What follows belongs to an exercise in optimizing a design on an open flow for a short achievable clock period and few clock cycles per item; a production flow would make more cautious choices. Only the layout flow was run in this run; the RTL was not checked for function there.

$ cat run.sh
#!/bin/bash
# synth_recipe.tcl (not shown) runs the flow's synth.tcl, then flattens the netlist and writes it again
# the make line also repeats each setting of config.mk as NAME=value (left out here)
make -C /OpenROAD-flow-scripts/flow DESIGN_CONFIG=/design/flow/config.mk WORK_HOME=/design/flow/orfs CLKGATE_MAP_FILE= SYNTH_SCRIPT=/design/flow/synth_recipe.tcl finish
$ cat config.mk
export PLATFORM = sky130hd
export DESIGN_NAME = pid_conditional_antiwindup_core
export DESIGN_NICKNAME = pid_conditional_antiwindup_core
export VERILOG_FILES = /design/flow/design.v
export SDC_FILE = /design/flow/constraint.sdc
export NUM_CORES = 4
export LEC_CHECK = 0
export CAP_MARGIN = 20
export CORE_MARGIN = 2
export CORE_UTILIZATION = 40
export SLEW_MARGIN = 20
$ cat constraint.sdc
create_clock -name core_clock -period 11.0 [get_ports {clk}]
set_input_delay 2.2000 -clock core_clock [delete_from_list [all_inputs] [get_ports {clk}]]
set_output_delay 2.2000 -clock core_clock [all_outputs]
set_load 0.01 [all_outputs]
$ cat design.v
`timescale 1ns / 1ps
package pidca_pkg;
    localparam int FRAC_BITS = 24;
    localparam int DATA_W    = 32;
    localparam int ILIM_W    = 31;
    localparam int REG_IDX_W = 3;
    typedef logic signed [DATA_W-1:0] word_t;
    localparam word_t WORD_MAX = {1'b0, {(DATA_W-1){1'b1}}};
    localparam word_t WORD_MIN = {1'b1, {(DATA_W-1){1'b0}}};
    localparam word_t WORD_ZERO = '0;
    typedef enum logic {
        CMD_RUN   = 1'b0,
        CMD_CLEAR = 1'b1
    } cmd_t;
    typedef enum logic [REG_IDX_W-1:0] {
        REG_PROP_GAIN   = 3'd0,
        REG_INTEG_GAIN  = 3'd1,
        REG_DERIV_GAIN  = 3'd2,
        REG_OUT_MIN     = 3'd3,
        REG_OUT_MAX     = 3'd4,
        REG_INTEG_LIMIT = 3'd5
    } reg_idx_t;
    typedef struct packed {
        word_t              prop_gain;
        word_t              integ_gain;
        word_t              deriv_gain;
        word_t              out_min;
        word_t              out_max;
        logic [ILIM_W-1:0]  integ_limit;
    } cfg_t;
    typedef struct packed {
        logic  clr;
        word_t err;
        word_t diff;
    } front_t;
    typedef struct packed {
        logic  clr;
        word_t p;
        word_t d;
        word_t g;
    } prod_t;
    typedef struct packed {
        logic  clr;
        word_t p;
        word_t d;
        word_t acc;
    } integ_t;
    function automatic word_t sat64(input logic signed [2*DATA_W-1:0] v);
        word_t res;
        if ((&v[2*DATA_W-1:DATA_W-1]) || ~(|v[2*DATA_W-1:DATA_W-1])) begin
            res = v[DATA_W-1:0];
        end else if (v[2*DATA_W-1]) begin
            res = WORD_MIN;
        end else begin
            res = WORD_MAX;
        end
        sat64 = res;
    endfunction
    function automatic word_t qmul(input word_t a, input word_t b);
        logic signed [2*DATA_W-1:0] prod;
        logic signed [2*DATA_W-1:0] shifted;
        prod = $signed({{DATA_W{a[DATA_W-1]}}, a}) * $signed({{DATA_W{b[DATA_W-1]}}, b});
        shifted = prod >>> FRAC_BITS;
        qmul = sat64(shifted);
    endfunction
    function automatic word_t qadd(input word_t a, input word_t b);
        logic [DATA_W:0] s;
        word_t res;
        s = {a[DATA_W-1], a} + {b[DATA_W-1], b};
        if (s[DATA_W] != s[DATA_W-1]) begin
            res = s[DATA_W] ? WORD_MIN : WORD_MAX;
        end else begin
            res = s[DATA_W-1:0];
        end
        qadd = res;
    endfunction
    function automatic word_t qsub(input word_t a, input word_t b);
        logic [DATA_W:0] s;
        word_t res;
        s = {a[DATA_W-1], a} - {b[DATA_W-1], b};
        if (s[DATA_W] != s[DATA_W-1]) begin
            res = s[DATA_W] ? WORD_MIN : WORD_MAX;
        end else begin
            res = s[DATA_W-1:0];
        end
        qsub = res;
    endfunction
    function automatic word_t qclamp(input word_t x, input word_t lo, input word_t hi);
        word_t res;
        if (x < lo) begin
            res = lo;
        end else if (x > hi) begin
            res = hi;
        end else begin
            res = x;
        end
        qclamp = res;
    endfunction
endpackage
`timescale 1ns / 1ps
module pidca_front (
    input  logic                clk,
    input  logic                rst_n,
    input  logic                in_valid,
    output logic                in_ready,
    input  logic                in_cmd,
    input  pidca_pkg::word_t    in_err_sample,
    output logic                dn_valid,
    input  logic                dn_ready,
    output pidca_pkg::front_t   dn_data
);
    logic   valid_reg;
    logic   valid_next;
    pidca_pkg::word_t  prev_err_reg;
    pidca_pkg::word_t  prev_err_next;
    pidca_pkg::front_t data_reg;
    pidca_pkg::front_t data_next;
    logic   load;
    logic   is_clear;
    assign in_ready = !valid_reg || dn_ready;
    assign load        = in_valid && in_ready;
    assign is_clear    = (in_cmd == pidca_pkg::CMD_CLEAR);
    always_comb
    begin
        valid_next     = in_ready ? in_valid : valid_reg;
        prev_err_next  = load ? (is_clear ? pidca_pkg::WORD_ZERO : in_err_sample) : prev_err_reg;
        data_next.clr  = is_clear;
        data_next.err  = in_err_sample;
        data_next.diff = pidca_pkg::qsub(in_err_sample, prev_err_reg);
    end
    always_ff @(posedge clk or negedge rst_n)
    begin
        if (!rst_n)
        begin
            valid_reg    <= 1'b0;
            prev_err_reg <= pidca_pkg::WORD_ZERO;
        end
        else
        begin
            valid_reg    <= valid_next;
            prev_err_reg <= prev_err_next;
        end
    end
    always_ff @(posedge clk)
    begin
        if (load)
        begin
            data_reg <= data_next;
        end
    end
    assign dn_valid = valid_reg;
    assign dn_data  = data_reg;
endmodule
`timescale 1ns / 1ps
module pidca_mult (
    input  logic                clk,
    input  logic                rst_n,
    input  pidca_pkg::cfg_t     cfg,
    input  logic                up_valid,
    output logic                up_ready,
    input  pidca_pkg::front_t   up_data,
    output logic                dn_valid,
    input  logic                dn_ready,
    output pidca_pkg::prod_t    dn_data
);
    logic   valid_reg;
    logic   valid_next;
    pidca_pkg::prod_t  data_reg;
    pidca_pkg::prod_t  data_next;
    logic   load;
    assign up_ready = !valid_reg || dn_ready;
    assign load     = up_valid && up_ready;
    always_comb
    begin
        valid_next    = up_ready ? up_valid : valid_reg;
        data_next.clr = up_data.clr;
        data_next.p   = pidca_pkg::qmul(cfg.prop_gain, up_data.err);
        data_next.d   = pidca_pkg::qmul(cfg.deriv_gain, up_data.diff);
        data_next.g   = pidca_pkg::qmul(cfg.integ_gain, up_data.err);
    end
    always_ff @(posedge clk or negedge rst_n)
    begin
        if (!rst_n)
        begin
            valid_reg <= 1'b0;
        end
        else
        begin
            valid_reg <= valid_next;
        end
    end
    always_ff @(posedge clk)
    begin
        if (load)
        begin
            data_reg <= data_next;
        end
    end
    assign dn_valid = valid_reg;
    assign dn_data  = data_reg;
endmodule
`timescale 1ns / 1ps
module pidca_integ (
    input  logic                clk,
    input  logic                rst_n,
    input  pidca_pkg::cfg_t     cfg,
    input  logic                up_valid,
    output logic                up_ready,
    input  pidca_pkg::prod_t    up_data,
    output logic                dn_valid,
    input  logic                dn_ready,
    output pidca_pkg::integ_t   dn_data
);
    logic   valid_reg;
    logic   valid_next;
    pidca_pkg::word_t  acc_reg;
    pidca_pkg::word_t  acc_next;
    pidca_pkg::integ_t data_reg;
    pidca_pkg::integ_t data_next;
    logic   load;
    pidca_pkg::word_t  cand;
    logic   in_range;
    pidca_pkg::word_t  lim_pos;
    pidca_pkg::word_t  lim_neg;
    pidca_pkg::word_t  acc_upd;
    assign up_ready = !valid_reg || dn_ready;
    assign load     = up_valid && up_ready;
    assign lim_pos  = {1'b0, cfg.integ_limit};
    assign lim_neg  = -lim_pos;
    always_comb
    begin
        cand     = pidca_pkg::qadd(pidca_pkg::qadd(up_data.p, acc_reg), up_data.d);
        in_range = (cand >= cfg.out_min) && (cand <= cfg.out_max);
        acc_upd  = pidca_pkg::qclamp(pidca_pkg::qadd(acc_reg, up_data.g), lim_neg, lim_pos);
        if (up_data.clr)
        begin
            acc_next = pidca_pkg::WORD_ZERO;
        end
        else if (in_range)
        begin
            acc_next = acc_upd;
        end
        else
        begin
            acc_next = acc_reg;
        end
        valid_next    = up_ready ? up_valid : valid_reg;
        data_next.clr = up_data.clr;
        data_next.p   = up_data.p;
        data_next.d   = up_data.d;
        data_next.acc = acc_next;
    end
    always_ff @(posedge clk or negedge rst_n)
    begin
        if (!rst_n)
        begin
            valid_reg <= 1'b0;
            acc_reg   <= pidca_pkg::WORD_ZERO;
        end
        else
        begin
            valid_reg <= valid_next;
            if (load)
            begin
                acc_reg <= acc_next;
            end
        end
    end
    always_ff @(posedge clk)
    begin
        if (load)
        begin
            data_reg <= data_next;
        end
    end
    assign dn_valid = valid_reg;
    assign dn_data  = data_reg;
endmodule
`timescale 1ns / 1ps
module pidca_out (
    input  logic                clk,
    input  logic                rst_n,
    input  pidca_pkg::cfg_t     cfg,
    input  logic                up_valid,
    output logic                up_ready,
    input  pidca_pkg::integ_t   up_data,
    output logic                out_valid,
    input  logic                out_ready,
    output pidca_pkg::word_t    out_drive
);
    logic   valid_reg;
    logic   valid_next;
    pidca_pkg::word_t  drive_reg;
    pidca_pkg::word_t  drive_next;
    logic   load;
    assign up_ready = !valid_reg || out_ready;
    assign load     = up_valid && up_ready;
    always_comb
    begin
        valid_next = up_ready ? up_valid : valid_reg;
        if (up_data.clr)
        begin
            drive_next = pidca_pkg::WORD_ZERO;
        end
        else
        begin
            drive_next = pidca_pkg::qclamp(pidca_pkg::qadd(pidca_pkg::qadd(up_data.p, up_data.acc), up_data.d),
                                cfg.out_min, cfg.out_max);
        end
    end
    always_ff @(posedge clk or negedge rst_n)
    begin
        if (!rst_n)
        begin
            valid_reg <= 1'b0;
        end
        else
        begin
            valid_reg <= valid_next;
        end
    end
    always_ff @(posedge clk)
    begin
        if (load)
        begin
            drive_reg <= drive_next;
        end
    end
    assign out_valid = valid_reg;
    assign out_drive = drive_reg;
endmodule
`timescale 1ns / 1ps
module pid_conditional_antiwindup_core (
    input  logic                            clk,
    input  logic                            rst_n,
    input  logic                            in_valid,
    output logic                            in_ready,
    input  logic                            in_cmd,
    input  logic [pidca_pkg::DATA_W-1:0]    in_err_sample,
    output logic                            out_valid,
    input  logic                            out_ready,
    output logic [pidca_pkg::DATA_W-1:0]    out_drive,
    input  logic                            cfg_we,
    input  logic [pidca_pkg::REG_IDX_W-1:0] cfg_idx,
    input  logic [pidca_pkg::DATA_W-1:0]    cfg_wdata
);
    pidca_pkg::cfg_t   cfg_reg;
    pidca_pkg::cfg_t   cfg_next;
    logic   f_valid;
    logic   f_ready;
    pidca_pkg::front_t f_data;
    logic   m_valid;
    logic   m_ready;
    pidca_pkg::prod_t  m_data;
    logic   i_valid;
    logic   i_ready;
    pidca_pkg::integ_t i_data;
    always_comb
    begin
        cfg_next = cfg_reg;
        if (cfg_we)
        begin
            case (cfg_idx)
                pidca_pkg::REG_PROP_GAIN:   cfg_next.prop_gain   = cfg_wdata;
                pidca_pkg::REG_INTEG_GAIN:  cfg_next.integ_gain  = cfg_wdata;
                pidca_pkg::REG_DERIV_GAIN:  cfg_next.deriv_gain  = cfg_wdata;
                pidca_pkg::REG_OUT_MIN:     cfg_next.out_min     = cfg_wdata;
                pidca_pkg::REG_OUT_MAX:     cfg_next.out_max     = cfg_wdata;
                pidca_pkg::REG_INTEG_LIMIT: cfg_next.integ_limit = cfg_wdata[pidca_pkg::ILIM_W-1:0];
                default:         cfg_next = cfg_reg;
            endcase
        end
    end
    always_ff @(posedge clk or negedge rst_n)
    begin
        if (!rst_n)
        begin
            cfg_reg <= '0;
        end
        else
        begin
            cfg_reg <= cfg_next;
        end
    end
    pidca_front u_front (
        .clk      (clk),
        .rst_n    (rst_n),
        .in_valid      (in_valid),
        .in_ready      (in_ready),
        .in_cmd        (in_cmd),
        .in_err_sample (in_err_sample),
        .dn_valid (f_valid),
        .dn_ready (f_ready),
        .dn_data  (f_data)
    );
    pidca_mult u_mult (
        .clk      (clk),
        .rst_n    (rst_n),
        .cfg      (cfg_reg),
        .up_valid (f_valid),
        .up_ready (f_ready),
        .up_data  (f_data),
        .dn_valid (m_valid),
        .dn_ready (m_ready),
        .dn_data  (m_data)
    );
    pidca_integ u_integ (
        .clk      (clk),
        .rst_n    (rst_n),
        .cfg      (cfg_reg),
        .up_valid (m_valid),
        .up_ready (m_ready),
        .up_data  (m_data),
        .dn_valid (i_valid),
        .dn_ready (i_ready),
        .dn_data  (i_data)
    );
    pidca_out u_out (
        .clk      (clk),
        .rst_n    (rst_n),
        .cfg      (cfg_reg),
        .up_valid (i_valid),
        .up_ready (i_ready),
        .up_data  (i_data),
        .out_valid (out_valid),
        .out_ready (out_ready),
        .out_drive (out_drive)
    );
endmodule
==> flow_metrics.py <==
metrics = {
    "sta": {
        "rsz0062_at_grt": "yes",
        "max_freq_mhz": 95.3,
        "timing.slew.headroom_pct": 22.1,
        "setup_violations": 0,
        "slew_viol_final": 0,
        "period_needed_ns": 10.49,
        "finalHoldViolations": 0,
        "min_period_over_period_pct": 95.4,
        "skew_ns": 0.0576,
        "timing.hold.ws_ns": 0.423,
        "worst_pin_slew_ns": 1.17,
    },
    "floorplan": {
        "fp-row-count": 219,
        "ioPinCount": 107,
        "die_w_microns": 603,
        "die_h_microns": 603,
        "start_util_pct": 40.2,
        "dieArea_sq_um": 363000,
        "design.core.area_sq_um": 356000,
    },
    "finish": {
        "synthToLayoutAreaGrowth_pct": 7.11,
        "num-fill-cells": 35100,
        "fin_area_sq_um": 154000,
        "final_layout_size_suffix_gt1_share_pct": 5.47,
        "largest_register_ffs": 191,
        "stdcell_count": 20200,
        "nNetsFinal": 19600,
        "final_util_pct": 43.1,
    },
    "grt": {
        "grt_pass1_vias": 110000,
        "grt_pass1_wl_microns": 681000,
        "grt_max_degree": 145,
        "grt_overflow": 0,
        "antenna_found_initial": 19,
        "grt.total_usage_pct": 24.5,
    },
    "worst_setup_path": {
        "endpoint_kind": "register",
        "crit_top_cell": "fa_1",
        "critPathLaunchType": "register",
        "path_delay_family": "adder cells",
        "max_stage_delay_ns": 0.75,
        "crit_required_ns": 11.35,
        "slowest_stage": "edfxtp_1",
        "worstPathArrival_ns": 10.85,
        "path_max_fanout": 32,
        "critPathBufInv": 7,
        "crit_type": "reg2reg",
    },
    "cts": {
        "clk_path_buf_depth": 3,
        "root_buffer": "clkbuf_16",
        "cts.clk_slew.worst_paths_ns": 0.06,
        "clock_latency_ns": 0.69,
        "cts_made_buffers": 68,
        "cts_tree": "built",
        "cts_hold_buf": 0,
        "cts_htree_levels": 3,
        "cts.sinks": 550,
    },
    "status": {
        "status": "complete, no violations",
    },
    "synth": {
        "synth_cell_types": 104,
        "synth_seq_cells": 550,
        "syn_area_per_cell_sq_um": 9.24,
        "async_flop_share_pct": 47.1,
        "ys_seq_area_share_pct": 10.6,
        "synthesis.nets": 19800,
        "synth-edff-count": 291,
        "ys_warn_count": 5,
        "syn_inst": 15500,
        "synth-main-ff-cell": "edfxtp_1",
        "synth_area_sq_um": 143000,
    },
    "route": {
        "viasPerCell": 5.22,
        "ant_nets": 0,
        "drc": 0,
        "wl_per_cell_microns": 21.5,
        "routed_wl_microns": 434000,
        "first_pass_iters": 6,
        "vias": 105000,
        "drt-initial-drc-count": 7910,
    },
    "flow_run": {
        "drv_cap": 0,
    },
    "worst_hold_path": {
        "hold_class": "reg2reg",
    },
    "placement": {
        "dp_hpwl_microns": 364000,
        "gp_congestion": 0.981,
        "dp_cells": 20000,
        "port_buffers": 106,
        "place_area_sq_um": 151000,
    },
}
[cells in the final DEF, fill, tap and decap left out, drive strengths merged, types with 219 or more instances in the layout]
master,Yosys,final
ha,929,929
xnor2,219,219
fa,3249,3249
nor2,319,319
o21ai,419,419
dfrtp,259,259
and2,711,711
inv,3581,3590
nand2,2630,2630
buf,58,431
a21o,264,264
a21oi,423,423
edfxtp,291,291
[through the flow]
stage,setup WS (ns),setup TNS [ns]
floorplan,0.866,0
finish,0.505,0
CTS,0.00804,0
global placement,0.167,0
global route,-0.0226,-0.0483
detailed placement,0.0186,0
[synth_stat cells (101+ instances only)]
library cell | count | area [sq um]
dfrtp_1 | 259 | 6480
nand2_1 | 2629 | 9870
clkbuf_1 | 716 | 2690
and2_1 | 711 | 4450
ha_1 | 929 | 11600
nor2_1 | 319 | 1200
mux2_2 | 176 | 1980
a21o_1 | 264 | 1980
fa_1 | 3249 | 65000
xnor2_1 | 219 | 1920
edfxtp_1 | 291 | 8740
inv_1 | 3581 | 13400
o21ai_0 | 392 | 1960
xor2_1 | 125 | 1090
nand3_1 | 101 | 505
a21oi_1 | 421 | 2110
[worst paths after layout]
path	start	endpoint	slack, ns	depth (start not counted)
setup / recovery	u_front.data_reg[45]	u_mult.data_reg[21]	0.51	29
hold / removal	u_front.data_reg[64]	u_mult.data_reg[96]	0.42	0
setup reg to reg	u_front.data_reg[45]	u_mult.data_reg[21]	0.51	29
hold reg to reg	u_front.data_reg[64]	u_mult.data_reg[96]	0.42	0
max in group asynchronous	rst_n	cfg_reg[187]	8.05	2
min in group asynchronous	rst_n	u_out.valid_reg	1.45	1
[kinds of logic after synthesis]
kind of cell	count (synthesis)	share of synthesized area [%]
buf+inv	4360	11.5
compound gates	1586	7.10
mux	196	1.52
flops	550	10.6
xor+xnor	344	2.10
simple gates	4290	13.6
fa+ha+maj	4187	53.6
[metal layers]
layer	global-route usage, %	vias to the layer above	part of all wire [%]	routed length [microns]
met5	0	-	0.012	54
met2	39.4	3272	46	201000
li1	-	46200	-	-
met3	2.97	493	6.3	27500
met1	34.3	55200	43	188000
met4	8.15	8	3.9	17100
[cell type report]
cell class | instances | area [sq um] | area share, %
flip-flops and latches | 550 | 15200 | 9.92
diodes | 13 | 32.5 | 0.0212
repair buffers | 536 | 4710 | 3.07
clock buffers | 86 | 1850 | 1.20
inverters | 3584 | 13500 | 8.77
multi-input cells | 10600 | 112000 | 72.9
clock inverters | 38 | 438 | 0.285
well taps | 4751 | 5940 | 3.87
[repair_timing]
action                     4_1_cts  5_1_grt
buffers inserted                 1       10
setup endpoints to repair       24      127
pin swaps                        1        8
gates resized for setup          0       46

-- re-timing with driven ports --
In the flow no input, the clock included, has a driving cell. The finished layout below was timed again as built, in two steps. Step 1, drivers: a clkbuf_16 drives clk and a buf_2 each remaining input, both assumed. Step 2, shift: input delay + t, output delay - t, t = (earliest + latest rising clock arrival at the registers) / 2. This alone moves slack from input paths to output paths. Three values: ideal, step 1, step 2; two values: the first two.
shift t [ns]: 0.724
slack for setup (ns): 0.505 / 0.505 / 0.505
worst setup path at the end: register to register
slew at the worst register clock pin (ns): 0.07 / 0.07
After both steps setup and hold are still met in this run. For this run, drivers alone change the setup slack by 0.000 ns; drivers and shift together by 0.000 ns.
